Background: an optimization exercise with open tools, aiming at small area, a short achievable clock period and few clock cycles per item. Do not read the settings as production practice.
In this exercise RTL edits were held to simulation tests only and were not proved equivalent to the original.
Power and IR drop assume default switching activity.

==> flow/design.v, too long to show whole: its modules and the start of the top module <==
// module operand_loader: 28 lines
// module npu_controller: 56 lines
// module pe_array: 1978 lines
// module result_cache: 51 lines
// module npu_top: 151 lines
module npu_top #(
    parameter int N = 4
) (
    input  logic                  i_clk,
    input  logic                  i_rst_n,
    input  logic                  i_map_sop,
    input  logic                  i_map_eop,
    input  logic                  i_map_vld,
    input  logic [31:0]           i_map_data,
    input  logic                  i_weight_sop,
    input  logic                  i_weight_eop,
    input  logic                  i_weight_vld,
    input  logic [31:0]           i_weight_data,
    input  logic                  i_rd_sop,
    input  logic [$clog2(N)-1:0]  i_rd_col,
    output logic                  o_save_finish,
    output logic                  o_rd_vld,
    output logic                  o_rd_eop,
    output logic [15:0]           o_rd_data
);
  // ...
==> flow/run.sh <==
#!/bin/bash
# synth_recipe.tcl (not shown) runs the flow's synth.tcl, then flattens the netlist and writes it again
# the make line also repeats each setting of config.mk as NAME=value (left out here)
make -C /OpenROAD-flow-scripts/flow DESIGN_CONFIG=/design/flow/config.mk WORK_HOME=/design/flow/orfs CLKGATE_MAP_FILE= SYNTH_SCRIPT=/design/flow/synth_recipe.tcl finish
==> flow/config.mk <==
export PLATFORM = sky130hd
export DESIGN_NAME = npu_top
export DESIGN_NICKNAME = npu_top
export VERILOG_FILES = /design/flow/design.v
export SDC_FILE = /design/flow/constraint.sdc
export NUM_CORES = 4
export LEC_CHECK = 0
export CAP_MARGIN = 20
export CORE_MARGIN = 2
export CORE_UTILIZATION = 40
export CTS_CLUSTER_DIAMETER = 100
export CTS_CLUSTER_SIZE = 24
export SETUP_SLACK_MARGIN = 5
export SLEW_MARGIN = 20
==> flow/constraint.sdc <==
create_clock -name core_clock -period 8.0 [get_ports {i_clk}]
set_input_delay 1.6000 -clock core_clock [delete_from_list [all_inputs] [get_ports {i_clk}]]
set_output_delay 1.6000 -clock core_clock [all_outputs]
set_load 0.01 [all_outputs]
==> results_dict.tcl, run 1 <==
set metrics [dict create \
    p_per_area_nw_per_um2 397 \
    num_rows 128 \
    regArea_um2 30100 \
    crit_path_end "u_result_cache.snap[254]" \
    relSlewSlack 0.230 \
    tns_ns 0 \
    r2r_slack_ns 5.03 \
    post_cts_buffers 27 \
    fill_cells 10900 \
    status "no timing/DRC/antenna violations" \
    seq_area_frac_synth 0.616 \
    p_comb_frac 0.494 \
    synth_mux_area_frac 0.0371 \
    worstPathRequired_ns 8.51 \
    hold_viol_final 0 \
    ctsResizeCount 142 \
    pin_count 94 \
    seq_cells 1119 \
    drc 0 \
    top_usage_layer "met2" \
    final_cell_mix "768 x edfxtp_1, 462 x a22oi_1, 340 x dfxtp_1, 245 x nand2_1, 239 x xnor2_1" \
    placed_area_um2 51300 \
    num_antenna_cells 2 \
    final_core_util 0.447 \
    multi_input_area_um2 17700 \
    hold_path.class "reg -> reg" \
    critPathMaxFanout 4 \
    synth.distinct_cells 56 \
    fin_crit_ns 2.97 \
    vias 28400 \
    final_common_cell "edfxtp_1" \
    grtUsageMet2 0.361 \
    syn_to_final_growth_pct 11.2 \
]
Testbench counts, summed over its fixed seeds: cycles 12,544, items 320.
==> run 2: changes to the inputs <==
--- a/flow/config.mk
+++ b/flow/config.mk
@@ -11,4 +11,5 @@
 export CTS_CLUSTER_DIAMETER = 100
 export CTS_CLUSTER_SIZE = 24
+export PLACE_DENSITY = 0.7
 export SETUP_SLACK_MARGIN = 5
 export SLEW_MARGIN = 20
==> results_dict.tcl, run 2 <==
set metrics [dict create \
    status "no timing/DRC/antenna violations" \
    max_cap_violations 0 \
    h-tree-depth 2 \
    vias_per_cell 5.68 \
    cts_tree "done" \
    final_cell_mix "768 x edfxtp_1, 462 x a22oi_1, 339 x dfxtp_1, 246 x nand2_1, 242 x xnor2_1" \
    syn_area_um2 48800 \
    synth.top_cells.by_count "768 x edfxtp_1, 468 x a22oi_1, 351 x dfxtp_1, 277 x nand2_1, 243 x xnor2_1" \
    clk_pin_slew_ns 0.10 \
    cts-root-buf "clkbuf_16" \
    place.gp.congestion 0.936 \
    fmax_mhz 327 \
    io_buffers 93 \
    grt_overflow 0 \
    layout.nets 3718 \
    vias 28800 \
    grt_start_max_net_pins 81 \
    cpPeakStageDelay_ns 0.50 \
    critPathBufInv 3 \
    async_flop_share 0 \
    grt_pass1_vias 28400 \
    first_pass_iters 6 \
    fin_crit_ns 3.06 \
    skew_ns 0.0258 \
    wirelength_mm 134 \
    ir_worst_vdd_uv 779 \
    maxSlewViolCount 0 \
    ant_nets 0 \
    seq_area_frac_synth 0.616 \
    core_area_um2 121000 \
    synthTopCellsByArea "edfxtp_1 47%, dfxtp_1 14%, fa_1 8.4%, a22oi_1 7.2%, xnor2_1 4.4%" \
    pin_count 94 \
    crit_path_end_kind "register" \
    synth_top_area_frac 0.472 \
    grt_first_pass_wirelength_mm 191 \
    antenna_found_initial 1 \
    worst_pin_slew_ns 1.06 \
    num_antenna_cells 0 \
    worstPathRequired_ns 8.41 \
    final_common_cell "edfxtp_1" \
    synth_cells 3373 \
    placed_area_um2 51300 \
    syn_to_final_growth_pct 10.7 \
    finalSetupViolCount 0 \
    hold_path.class "reg -> reg" \
    clock-sinks 1119 \
    path_cells "ha_4 > inv_2 > fa_1 > inv_2 > ha_4 > a21o_1 > a21o_1 > a221o_2 > a31o_4 > xor2_4 > buf_12" \
    relSlewSlack 0.287 \
    syn_nets 3684 \
    fin_crit_sh 0.382 \
    die_w_um 353 \
    die_area_um2 125000 \
    wl_per_cell_um 26.5 \
    min_from "u_pe_array.p2_602" \
    synth-edff-count 768 \
    crit_start "u_pe_array.p6_918" \
    yosysMostFrequentCell "edfxtp_1" \
    top_regs "a_mem: 256 flops, b_mem: 256 flops, u_result_cache.snap: 256 flops" \
    num_rows 128 \
    r2r-start "u_pe_array.p6_918" \
    die_h_um 353 \
    layout-drive-gt1-share 0.116 \
    dpl.hpwl_mm 88.8 \
    worst_setup_path_start_kind "register" \
    path_class "reg -> reg" \
    arrival_ns 3.47 \
    yosysTopAreaCell "edfxtp_1" \
    yosysWarnings 5 \
    hold_viol_final 0 \
    drt_iter0_drc 3366 \
    synth.avg_cell_area_um2 14.5 \
    fin_area_um2 54100 \
    numCtsBuffers 53 \
    p_leak_nw 19.1 \
    ys_ff_latch 1119 \
    synth.distinct_cells 56 \
    rsz0062_at_grt "yes" \
    synth_ff_type "edfxtp_1" \
    clock_latency_ns 0.67 \
    drc 0 \
    crit_family "compound AO/OA/AOI/OAI gates" \
    tns_ns 0 \
    initial_core_util 0.402 \
    crit_slowest_cell "fa_1" \
    critPathMaxFanout 4 \
    grt_use_total 0.207 \
    p_per_area_nw_per_um2 394 \
    clk_path_buf_depth 3 \
]
-- run 2: cell counts after synthesis --
No cell type changed its count.
-- run 2: cell type report --
| type | count | area [µm²] |
|---|---|---|
| multi-input cells | 1842 | 17600 |
| fillers | 10700 | 67300 |
| flip-flops and latches | 1119 | 30100 |
| well taps | 1625 | 2030 |
| repair buffers | 161 | 1870 |
| clock buffers | 91 | 1510 |
| inverters | 230 | 863 |
| clock inverters | 7 | 100 |
-- run 2: cell families after synthesis --
| logic type | synth area share |
|---|---|
| flip-flops | 0.616 |
| AO/OA/AOI/OAI | 0.104 |
| AND/OR/NAND/NOR | 0.0419 |
| buffers and inverters | 0.0375 |
| XOR/XNOR | 0.0711 |
| adder cells (fa/ha/maj) | 0.0920 |
| multiplexers | 0.0371 |
-- run 2: repair_timing --
action	4_1_cts	5_1_grt
pin swaps	16	15
cloned	4	11
endpoints found under the setup margin	700	614
buffers inserted	20	7
hold buffers	0	0
gates resized for setup	114	52
-- run 2: power by group --
part / internal, mW / switching (mW)
Clock: 1.34 / 1.79
Combinational: 4.39 / 5.99
Sequential: 7.16 / 0.644
Total: 12.9 / 8.43
-- run 2: stage by stage --
stage                     utilization  power [mW]  worst slack, ns  instances  hold WS, ns
after CTS                       0.442        21.2             4.73       5056        0.335
after detailed placement        0.422        16.9             3.94       4934        0.313
after global placement          0.422        16.7             3.96       4934        0.314
after global routing            0.445        22.7             4.88       5075        0.350
after floorplan                     -        13.3             4.78       3373        0.310
final                           0.445        21.3             4.94       5075        0.336
-- run 2: metal layers --
layer  up-vias  track usage  part of all wire
met3       233       0.0292             0.086
met2      1526        0.339              0.48
met5         -            0          0.000097
met1     14800        0.278              0.39
met4         2       0.0877             0.046
li1      12300            -                 -
-- run 2: path summary, 6_finish.rpt --
path                            cells past startpoint                  endpoint  slack, ns
worst min register to register                      0         u_pe_array.p6_904       0.34
worst max register to register                     11  u_result_cache.snap[253]       4.94
worst max-delay path                               11  u_result_cache.snap[253]       4.94
worst min-delay path                                0         u_pe_array.p6_904       0.34
==> run 3: changes to the inputs <==
--- a/flow/config.mk
+++ b/flow/config.mk
@@ -6,4 +6,5 @@
 export NUM_CORES = 4
 export LEC_CHECK = 0
+export ABC_AREA = 1
 export CAP_MARGIN = 20
 export CORE_MARGIN = 2
@@ -11,5 +12,4 @@
 export CTS_CLUSTER_DIAMETER = 100
 export CTS_CLUSTER_SIZE = 24
-export PLACE_DENSITY = 0.7
 export SETUP_SLACK_MARGIN = 5
 export SLEW_MARGIN = 20
==> results_dict.tcl, run 3 <==
set metrics [dict create \
    status "no timing/DRC/antenna violations" \
    synth-edff-count 768 \
    drc 0 \
    die_w_um 360 \
    synthTopCellsByArea "edfxtp_1 46%, dfxtp_1 14%, fa_1 8.1%, xor2_1 4.9%, nand2_1 4.7%" \
    wl_met3_mm 13.3 \
    fin_crit_ns 2.96 \
    syn_area_um2 50600 \
    r2r_slack_ns 5.04 \
    ys_ff_latch 1119 \
    cts_hold_buf 0 \
    synth_top_area_frac 0.456 \
    p_leak_nw 22.1 \
    worstPathRequired_ns 8.53 \
    tns_ns 0 \
    arrival_ns 3.50 \
    cpPeakStageDelay_ns 0.55 \
    maxSlewViolCount 0 \
    layout.nets 4852 \
    clock-sinks 1119 \
    fmax_mhz 337 \
    numCtsBuffers 54 \
    ir_worst_vdd_uv 304 \
    synth.distinct_cells 51 \
    dpl.hpwl_mm 105 \
    syn_to_final_growth_pct 11.8 \
    yosysWarnings 5 \
    grt_first_pass_wirelength_mm 219 \
    worst_pin_slew_ns 1.05 \
    rsz0062_at_grt "no" \
    grt_overflow 0 \
    crit_start "u_controller.col_sel[2]" \
    io_buffers 93 \
    fill_cells 11600 \
    yosysMostFrequentCell "edfxtp_1" \
    initial_core_util 0.403 \
    synth.top_cells.by_count "768 x edfxtp_1, 628 x nand2_1, 618 x inv_1, 351 x dfxtp_1, 291 x o21ai_0" \
    ff2ff_path_depth 10 \
    r2r-end "u_pe_array.p2_687" \
    clock_latency_ns 0.69 \
    critPathBufInv 4 \
    cts-root-buf "clkbuf_16" \
    num_rows 130 \
    crit_family "adder cells" \
    fin_crit_sh 0.370 \
    final_core_util 0.450 \
    layout-drive-gt1-share 0.0832 \
    final_common_cell "edfxtp_1" \
    wirelength_mm 155 \
    grt_pass1_vias 31600 \
    route.top_layer_used "met4" \
    grt_start_max_net_pins 129 \
    max_cap_violations 0 \
    place.gp.congestion 0.973 \
    path_class "reg -> reg" \
    clk_path_buf_depth 3 \
    ant_nets 0 \
    clk_pin_slew_ns 0.10 \
    p_per_area_nw_per_um2 437 \
    h-tree-depth 2 \
    die_area_um2 129000 \
    hold_path.class "reg -> reg" \
    top_regs "a_mem: 256 flops, b_mem: 256 flops, u_result_cache.snap: 256 flops" \
    final_cell_mix "768 x edfxtp_1, 623 x nand2_1, 609 x inv_1, 335 x dfxtp_1, 284 x xor2_1" \
    crit_path_end_kind "register" \
    path_depth 10 \
    relSlewSlack 0.294 \
    drt-met1-wl_mm 66.2 \
    antenna_found_initial 7 \
    path_cells "buf_4 > buf_4 > nand2_1 > nand4_1 > inv_4 > o22ai_1 > xor2_1 > fa_1 > inv_1 > fa_1" \
    core_area_um2 126000 \
    vias 33800 \
    yosysTopAreaCell "edfxtp_1" \
    crit_path_end "u_pe_array.p2_687" \
    r2r-start "u_controller.col_sel[2]" \
    first_pass_iters 7 \
    crit_slowest_cell "fa_1" \
    die_h_um 360 \
    worst_setup_path_start_kind "register" \
    pin_count 94 \
    cts_tree "done" \
    synth_cells 4456 \
    critPathMaxFanout 9 \
    async_flop_share 0 \
    vias_per_cell 5.43 \
    seq_area_frac_synth 0.595 \
    met2_length_mm 70.1 \
    skew_ns 0.0388 \
    grt_use_total 0.231 \
    synth_ff_type "edfxtp_1" \
    hold_viol_final 0 \
    drt_iter0_drc 3742 \
    wl_per_cell_um 24.9 \
    finalSetupViolCount 0 \
    syn_nets 4767 \
    synth.avg_cell_area_um2 11.3 \
]
-- run 3: logic make-up (layout without fill, tap and decap cells) --
kind of cell               Yosys count  in the layout  share of synthesized area
buffers and inverters              852            967                     0.0675
xor gates and xnor gates           326            326                     0.0566
and+or+nand+nor                    974            985                     0.0791
DFF                               1119           1119                      0.595
other                                0              3                          0
AOI/OAI and AO/OA                  948            948                      0.113
muxes                                1              1                   0.000223
adders and majority gates          236            236                     0.0889
-- run 3: area by class of cell --
class	count	area [µm²]	share of cell area
diodes	3	7.51	0.000133
clock buffers	89	1500	0.0266
clock inverters	8	115	0.00204
inverters	661	2510	0.0445
multi-input cells	2496	17700	0.313
flip-flops and latches	1119	30100	0.533
well taps	1650	2060	0.0365
repair buffers	209	2480	0.0440
-- run 3: worst min path at each step --
stage | to | depth (start not counted) | slack (ns) | startpoint
2_1_floorplan | u_pe_array.p6_903 | 0 | 0.31 | u_pe_array.p2_601
3_3_place_gp | u_pe_array.p6_903 | 0 | 0.32 | u_pe_array.p2_601
3_5_place_dp | u_pe_array.p6_904 | 0 | 0.33 | u_pe_array.p2_602
4_1_cts | u_pe_array.p6_904 | 0 | 0.35 | u_pe_array.p2_602
5_1_grt | u_pe_array.p6_904 | 0 | 0.35 | u_pe_array.p2_602
6_report | u_pe_array.p6_904 | 0 | 0.35 | u_pe_array.p2_602
-- run 3: report_power, final --
part	switching (mW)	internal, mW	leakage [nW]	total (mW)
Combinational	8.63	4.91	11.4	13.5
Sequential	0.610	7.39	9.90	8.00
Clock	1.84	1.34	0.779	3.17
Total	11.1	13.6	22.1	24.7
-- run 3: repair_timing --
action,CTS,global route
gates cloned,8,9
setup buffers,37,30
endpoints found under the setup margin,666,673
gates resized for setup,106,49
pin swaps,18,20
-- run 3: metrics by stage --
step           instance area [µm²]  power, mW  setup slack (ns)  hold slack (ns)  instances
5_1_grt                      56500       26.5              4.90            0.352       6232
3_5_place_dp                 53200       21.1              3.07            0.326       6050
2_1_floorplan                50700       15.5              3.15            0.310       4456
3_3_place_gp                 53200       21.0              3.20            0.318       6050
6_report                     56500       24.7              5.04            0.350       6235
4_1_cts                      55800       24.5              4.72            0.349       6192
-- run 3: worst reg2reg max path, cell delays in order, from the launching register on --
cell	delay, ns
dfxtp_4	0.38
buf_4	0.18
buf_4	0.20
nand2_1	0.07
nand4_1	0.31
inv_4	0.25
o22ai_1	0.10
xor2_1	0.20
fa_1	0.55
inv_1	0.05
fa_1	0.54
-- run 3: layer usage --
| layer | GRT usage | vias to the layer above |
|---|---|---|
| met3 | 0.0306 | 261 |
| met1 | 0.334 | 16800 |
| met2 | 0.363 | 1566 |
| met4 | 0.0697 | 0 |
| li1 | - | 15200 |
| met5 | 0 | - |
==> run 4: changes to the inputs <==
--- a/flow/config.mk
+++ b/flow/config.mk
@@ -6,6 +6,5 @@
 export NUM_CORES = 4
 export LEC_CHECK = 0
-export ABC_AREA = 1
-export CAP_MARGIN = 20
+export CAP_MARGIN = 10
 export CORE_MARGIN = 2
 export CORE_UTILIZATION = 40
@@ -13,3 +12,3 @@
 export CTS_CLUSTER_SIZE = 24
 export SETUP_SLACK_MARGIN = 5
-export SLEW_MARGIN = 20
+export SLEW_MARGIN = 10
==> results_dict.tcl, run 4 <==
set metrics [dict create \
    status "no timing/DRC/antenna violations" \
    yosys.area_share.simple 0.0419 \
    max_cap_violations 0 \
    clock-sinks 1119 \
    io_buffers 93 \
    wl_per_cell_um 27.3 \
    synth-edff-count 768 \
    synth_ff_type "edfxtp_1" \
    drc 0 \
    maxSlewViolCount 0 \
    cts-root-buf "clkbuf_16" \
    worstPathRequired_ns 8.52 \
    cts_hold_buf 0 \
    pin_count 94 \
    top_regs "a_mem: 256 flops, b_mem: 256 flops, u_result_cache.snap: 256 flops" \
    critPathBufInv 3 \
    skew_ns 0.0550 \
    fin_crit_sh 0.374 \
    layout-drive-gt1-share 0.118 \
    final_common_cell "edfxtp_1" \
    p_per_area_nw_per_um2 397 \
    grt_pass1_vias 28000 \
    synth_top_family_by_area "compound AO/OA/AOI/OAI gates" \
    layout.nets 3724 \
    yosysWarnings 5 \
    yosysTopAreaCell "edfxtp_1" \
    fmax_mhz 334 \
    fin_crit_ns 2.99 \
    place.gp.congestion 0.898 \
    synth_cells 3373 \
    crit_family "adder cells" \
    die_h_um 353 \
    vias 28300 \
    cpPeakStageDelay_ns 0.48 \
    initial_core_util 0.402 \
    crit_path_end_kind "register" \
    ir_worst_vdd_uv 767 \
    power_mw 21.5 \
    seq_area_frac_synth 0.616 \
    vias_per_cell 5.56 \
    synth.distinct_cells 56 \
    die_w_um 353 \
    layout_setup_ws_ns 5.01 \
    syn_nets 3684 \
    clk_path_buf_depth 3 \
    pre_cts_ws_ns 3.69 \
    h-tree-depth 2 \
    synthXorXnorAreaFrac 0.0711 \
    async_flop_share 0 \
    syn_to_final_growth_pct 11.1 \
    worst_pin_slew_ns 1.19 \
    syn_area_um2 48800 \
    dpl.hpwl_mm 91.4 \
    drt-met1-wl_mm 57.6 \
    die_area_um2 125000 \
    path_class "reg -> reg" \
    grt_start_max_net_pins 131 \
    num_rows 128 \
    cts_tree "done" \
    synth.avg_cell_area_um2 14.5 \
    grt_use_total 0.216 \
    first_pass_iters 6 \
    rsz0062_at_grt "yes" \
    final_cell_mix "768 x edfxtp_1, 463 x a22oi_1, 340 x dfxtp_1, 245 x nand2_1, 241 x xnor2_1" \
    met2_length_mm 67.1 \
    ant_nets 0 \
    yosysMostFrequentCell "edfxtp_1" \
    numCtsBuffers 54 \
    wl_met3_mm 9.21 \
    route.top_layer_used "met5" \
    finalSetupViolCount 0 \
    grt_first_pass_wirelength_mm 197 \
    synth.top_cells.by_count "768 x edfxtp_1, 468 x a22oi_1, 351 x dfxtp_1, 277 x nand2_1, 243 x xnor2_1" \
    ys_ff_latch 1119 \
    grt_overflow 0 \
    synth_mux_area_frac 0.0371 \
    clk_pin_slew_ns 0.10 \
    synthTopCellsByArea "edfxtp_1 47%, dfxtp_1 14%, fa_1 8.4%, a22oi_1 7.2%, xnor2_1 4.4%" \
    crit_slowest_cell "fa_1" \
    hold_viol_final 0 \
    worst_setup_path_start_kind "register" \
    p_leak_nw 19.2 \
    synth_top_area_frac 0.472 \
    arrival_ns 3.51 \
    synthAdderAreaFrac 0.0920 \
    critPathMaxFanout 4 \
    core_area_um2 121000 \
    tns_ns 0 \
    relSlewSlack 0.207 \
    wirelength_mm 139 \
    synth_compound_area_frac 0.104 \
    clock_latency_ns 0.70 \
    path_cells "ha_4 > inv_2 > fa_1 > inv_2 > ha_4 > a21o_1 > a21o_1 > or4_4 > a211o_1 > o211ai_1 > buf_6" \
    antenna_found_initial 4 \
    drt_iter0_drc 2897 \
    hold_path.class "reg -> reg" \
]
run 4: final timing paths:
| kind | start | endpoint | slack, ns | cells past startpoint |
|---|---|---|---|---|
| min | u_pe_array.p2_601 | u_pe_array.p6_903 | 0.34 | 0 |
| min reg2reg | u_pe_array.p2_601 | u_pe_array.p6_903 | 0.34 | 0 |
| max reg2reg | u_pe_array.p6_918 | u_result_cache.snap[254] | 5.01 | 11 |
| max | u_pe_array.p6_918 | u_result_cache.snap[254] | 5.01 | 11 |
run 4: routing by layer:
layer / global-route usage / up-vias
met5: 0 / -
met4: 0.0669 / 6
met3: 0.0268 / 205
met2: 0.361 / 1112
met1: 0.294 / 14700
li1: - / 12300
run 4: kinds of logic after synthesis:
logic type                 Yosys count
AOI/OAI and AO/OA                  656
buffers and inverters              420
muxes                               97
adders and majority gates          236
and+or+nand+nor                    453
xor gates and xnor gates           392
DFF                               1119
run 4: layout make-up:
| type | instances | area [µm²] |
|---|---|---|
| inverters | 230 | 863 |
| well taps | 1625 | 2030 |
| fillers | 10900 | 67200 |
| multi-input cells | 1844 | 17700 |
| repair buffers | 164 | 1940 |
| clock buffers | 90 | 1490 |
| clock inverters | 9 | 121 |
| flip-flops and latches | 1119 | 30100 |
| diodes | 1 | 2.50 |
run 4: repair_timing:
| item | in CTS | in global routing |
|---|---|---|
| pin swaps | 29 | 8 |
| gates resized for setup | 146 | 39 |
| setup buffers | 28 | 10 |
| gates cloned | 10 | 5 |
| hold endpoints to repair | 0 | 0 |
| setup endpoints to repair | 755 | 611 |
run 4: where the power goes:
group          switching (mW)  internal [mW]  total [mW]
Combinational            6.07           4.52        10.6
Sequential              0.611           7.16        7.77
Clock                    1.85           1.31        3.16
run 4: stage by stage:
step / hold WS (ns) / util / std cells / cell area, µm²
final: 0.341 / 0.447 / 5082 / 54200
after CTS: 0.342 / 0.444 / 5066 / 53900
after global placement: 0.317 / 0.422 / 4929 / 51300
after detailed placement: 0.318 / 0.422 / 4929 / 51300
after floorplan: 0.310 / - / 3373 / 48900
after global routing: 0.353 / 0.447 / 5081 / 54200
run 4: worst reg2reg max path: stages (launching register included):
cell,delay (ns)
dfxtp_2,0.34
ha_4,0.26
inv_2,0.03
fa_1,0.48
inv_2,0.05
ha_4,0.24
a21o_1,0.16
a21o_1,0.20
or4_4,0.47
a211o_1,0.28
o211ai_1,0.13
buf_6,0.21
==> run 5: changes to the inputs <==
--- a/flow/config.mk
+++ b/flow/config.mk
@@ -6,9 +6,9 @@
 export NUM_CORES = 4
 export LEC_CHECK = 0
-export CAP_MARGIN = 10
+export CAP_MARGIN = 20
 export CORE_MARGIN = 2
-export CORE_UTILIZATION = 40
+export CORE_UTILIZATION = 45
 export CTS_CLUSTER_DIAMETER = 100
 export CTS_CLUSTER_SIZE = 24
 export SETUP_SLACK_MARGIN = 5
-export SLEW_MARGIN = 10
+export SLEW_MARGIN = 20
==> results_dict.tcl, run 5 <==
set metrics [dict create \
    worstPathRequired_ns 8.32 \
    dp.cells 4709 \
    yosysTopAreaCell "edfxtp_1" \
    syn_to_final_growth_pct 11.0 \
    wirelength_mm 137 \
    layout-drive-gt1-share 0.121 \
    drt_iter0_drc 3172 \
    synth_cells 3373 \
    final_common_cell "edfxtp_1" \
    synthTopCellsByArea "edfxtp_1 47%, dfxtp_1 14%, fa_1 8.4%, a22oi_1 7.2%, xnor2_1 4.4%" \
    async_flop_share 0 \
    fill_cells 9007 \
    top_regs "a_mem: 256 flops, b_mem: 256 flops, u_result_cache.snap: 256 flops" \
    num_rows 120 \
    core_area_um2 107000 \
    synth_ff_type "edfxtp_1" \
    hold_viol_final 0 \
    synth-edff-count 768 \
    first_pass_iters 5 \
    grt_use_total 0.240 \
    p_leak_nw 19.3 \
    worst_pin_slew_ns 1.16 \
    drc 0 \
    max_cap_violations 0 \
    h-tree-depth 2 \
    power_mw 21.6 \
    seq_area_frac_synth 0.616 \
    grt_pass1_vias 28000 \
    fmax_mhz 327 \
    tns_ns 0 \
    ys_ff_latch 1119 \
    layout_setup_ws_ns 4.94 \
    ant_nets 0 \
    grt_first_pass_wirelength_mm 194 \
    grt_overflow 0 \
    vias_per_cell 5.83 \
    clock_latency_ns 0.69 \
    yosysMostFrequentCell "edfxtp_1" \
    final_cell_mix "768 x edfxtp_1, 456 x a22oi_1, 340 x dfxtp_1, 247 x nand2_1, 242 x xnor2_1" \
    critPathMaxFanout 16 \
    maxSlewViolCount 0 \
    antenna_found_initial 2 \
    cts_hold_buf 0 \
    numCtsBuffers 54 \
    status "no timing/DRC/antenna violations" \
    regArea_um2 30100 \
    synth.avg_cell_area_um2 14.5 \
    multi_input_area_um2 17700 \
    clock-sinks 1119 \
    place.gp.congestion 0.895 \
    cts-root-buf "clkbuf_16" \
    crit_path_end_kind "register" \
    pin_count 94 \
    layout.nets 3732 \
    arrival_ns 3.38 \
    rsz0062_at_grt "yes" \
    synth_top_area_frac 0.472 \
    layout.cells.non_filler 4868 \
    clk_pin_slew_ns 0.10 \
    crit_slowest_cell "clkdlybuf4s50_1" \
    p_per_area_nw_per_um2 399 \
    initial_core_util 0.455 \
    path_cells "clkdlybuf4s50_1 > inv_1 > nor2_4 > and2_2" \
    cpPeakStageDelay_ns 0.69 \
    clk_path_buf_depth 3 \
    path_class "in -> reg" \
    ir_worst_vdd_uv 882 \
    finalSetupViolCount 0 \
    vias 28400 \
    die_w_um 333 \
    pre_cts_ws_ns 3.71 \
    relSlewSlack 0.227 \
    synth.top_cells.by_count "768 x edfxtp_1, 468 x a22oi_1, 351 x dfxtp_1, 277 x nand2_1, 243 x xnor2_1" \
    worst_setup_path_start_kind "primary input" \
    syn_nets 3684 \
    grt_start_max_net_pins 83 \
    skew_ns 0.0603 \
    dpl.hpwl_mm 91.2 \
    synth.distinct_cells 56 \
    syn_area_um2 48800 \
    yosysWarnings 5 \
    hold_path.class "reg -> reg" \
    cts_tree "done" \
    die_h_um 333 \
    wl_per_cell_um 28.1 \
    io_buffers 93 \
    fin_crit_sh 0.383 \
    die_area_um2 111000 \
    fin_crit_ns 3.06 \
]
## run 5: cell count changes in the layout (fill, tap and decap cells not counted), sizes merged
| cell | delta |
|---|---|
| buf | +8 |
| clkinv | -2 |
| and3 | -1 |
| bufbuf | +1 |
| clkbuf | +1 |
| clkdlybuf4s50 | +1 |
| diode | +1 |
| nor2 | -1 |
## run 5: per-layer routing
layer / wire length, µm / part of all wire / global-route usage
met5: 27 / 0.00020 / 0
met4: 4480 / 0.033 / 0.0765
met3: 9620 / 0.070 / 0.0295
met2: 65000 / 0.48 / 0.388
met1: 57600 / 0.42 / 0.340
## run 5: area by class of cell
type	instances	share of cell area
Antenna cell	2	0.0000923
Clock buffer	91	0.0275
Clock inverter	7	0.00226
Inverter	230	0.0159
Multi-Input combinational cell	1842	0.326
Sequential cell	1119	0.555
Tap cell	1403	0.0324
Timing Repair Buffer	174	0.0406
## run 5: worst max-delay path, delay by kind of cell
kind	cells	cell delay, ns
buffers and inverters	2	0.89
AND/OR/NAND/NOR	2	0.88
## run 5: cells by family (layout without fill, tap and decap cells)
group	Yosys count	in the layout	share of synthesized area
other	0	2	0
buffers and inverters	420	502	0.0375
and+or+nand+nor	453	461	0.0419
muxes	97	97	0.0371
xor gates and xnor gates	392	392	0.0711
adders and majority gates	236	236	0.0920
DFF	1119	1119	0.616
AOI/OAI and AO/OA	656	656	0.104
## run 5: repair_timing
item	in CTS	in global routing
endpoints found under the setup margin	724	503
buffers inserted	29	14
cloned	5	11
endpoints found under the hold margin	0	0
gates resized for setup	130	52
pin swaps	25	17
## run 5: path summary, 6_finish.rpt
check                    startpoint                       end  slack, ns  depth (start not counted)
setup / recovery       i_weight_vld                 b_mem[63]       4.94                          4
hold / removal    u_pe_array.p2_602         u_pe_array.p6_904       0.34                          0
setup reg to reg  u_pe_array.p6_918  u_result_cache.snap[254]       5.00                         11
hold reg to reg   u_pe_array.p2_602         u_pe_array.p6_904       0.34                          0
## run 5: power by group
| group | internal [mW] | leakage [nW] | switching, mW |
|---|---|---|---|
| combinational | 4.57 | 8.59 | 6.13 |
| sequential | 7.16 | 9.90 | 0.604 |
| clock | 1.31 | 0.762 | 1.85 |
## run 5: stage by stage
stage | cell area [µm²] | hold slack [ns] | utilization
final | 54200 | 0.339 | 0.505
after global routing | 54200 | 0.346 | 0.505
after CTS | 53700 | 0.343 | 0.500
after detailed placement | 51000 | 0.320 | 0.475
after global placement | 51000 | 0.316 | 0.475
after floorplan | 48900 | 0.310 | -

==> separate check: timing with driven ports <==
In the flow no input, the clock included, has a driving cell. The finished layouts below were timed again as built, in two steps. Step 1, drivers: a clkbuf_16 drives i_clk and a buf_2 each remaining input, both assumed. Step 2 adds t to the input delays and takes it off the output delays; t is the mean of the earliest and latest rising clock arrival at the registers after step 1. Input paths then give back, and output paths get back, about the clock's delay inside the block. Slacks: ideal ports / drivers / drivers and shift; pairs: ideal ports / drivers.
run | t, ns | setup WS [ns] | worst setup path at the end | clock arrival spread, ns | worst slew at a driven data input, ns
run 1 | 0.734 | 5.031 / 4.974 / 4.374 | input to register | 0.053 / 0.052 | 0.08
run 2 | 0.721 | 4.945 / 4.945 / 4.321 | input to register | 0.027 / 0.026 | 0.08
run 3 | 0.751 | 5.037 / 4.965 / 4.386 | input to register | 0.042 / 0.042 | 0.06
run 4 | 0.746 | 5.007 / 4.987 / 4.361 | input to register | 0.055 / 0.055 | 0.07
run 5 | 0.728 | 4.938 / 4.983 / 4.256 | input to register | 0.066 / 0.065 | 0.08
After both steps setup and hold are still met in every run listed. For run 5, which loses most, drivers alone change the setup slack by +0.045 ns; drivers and shift together by -0.682 ns.
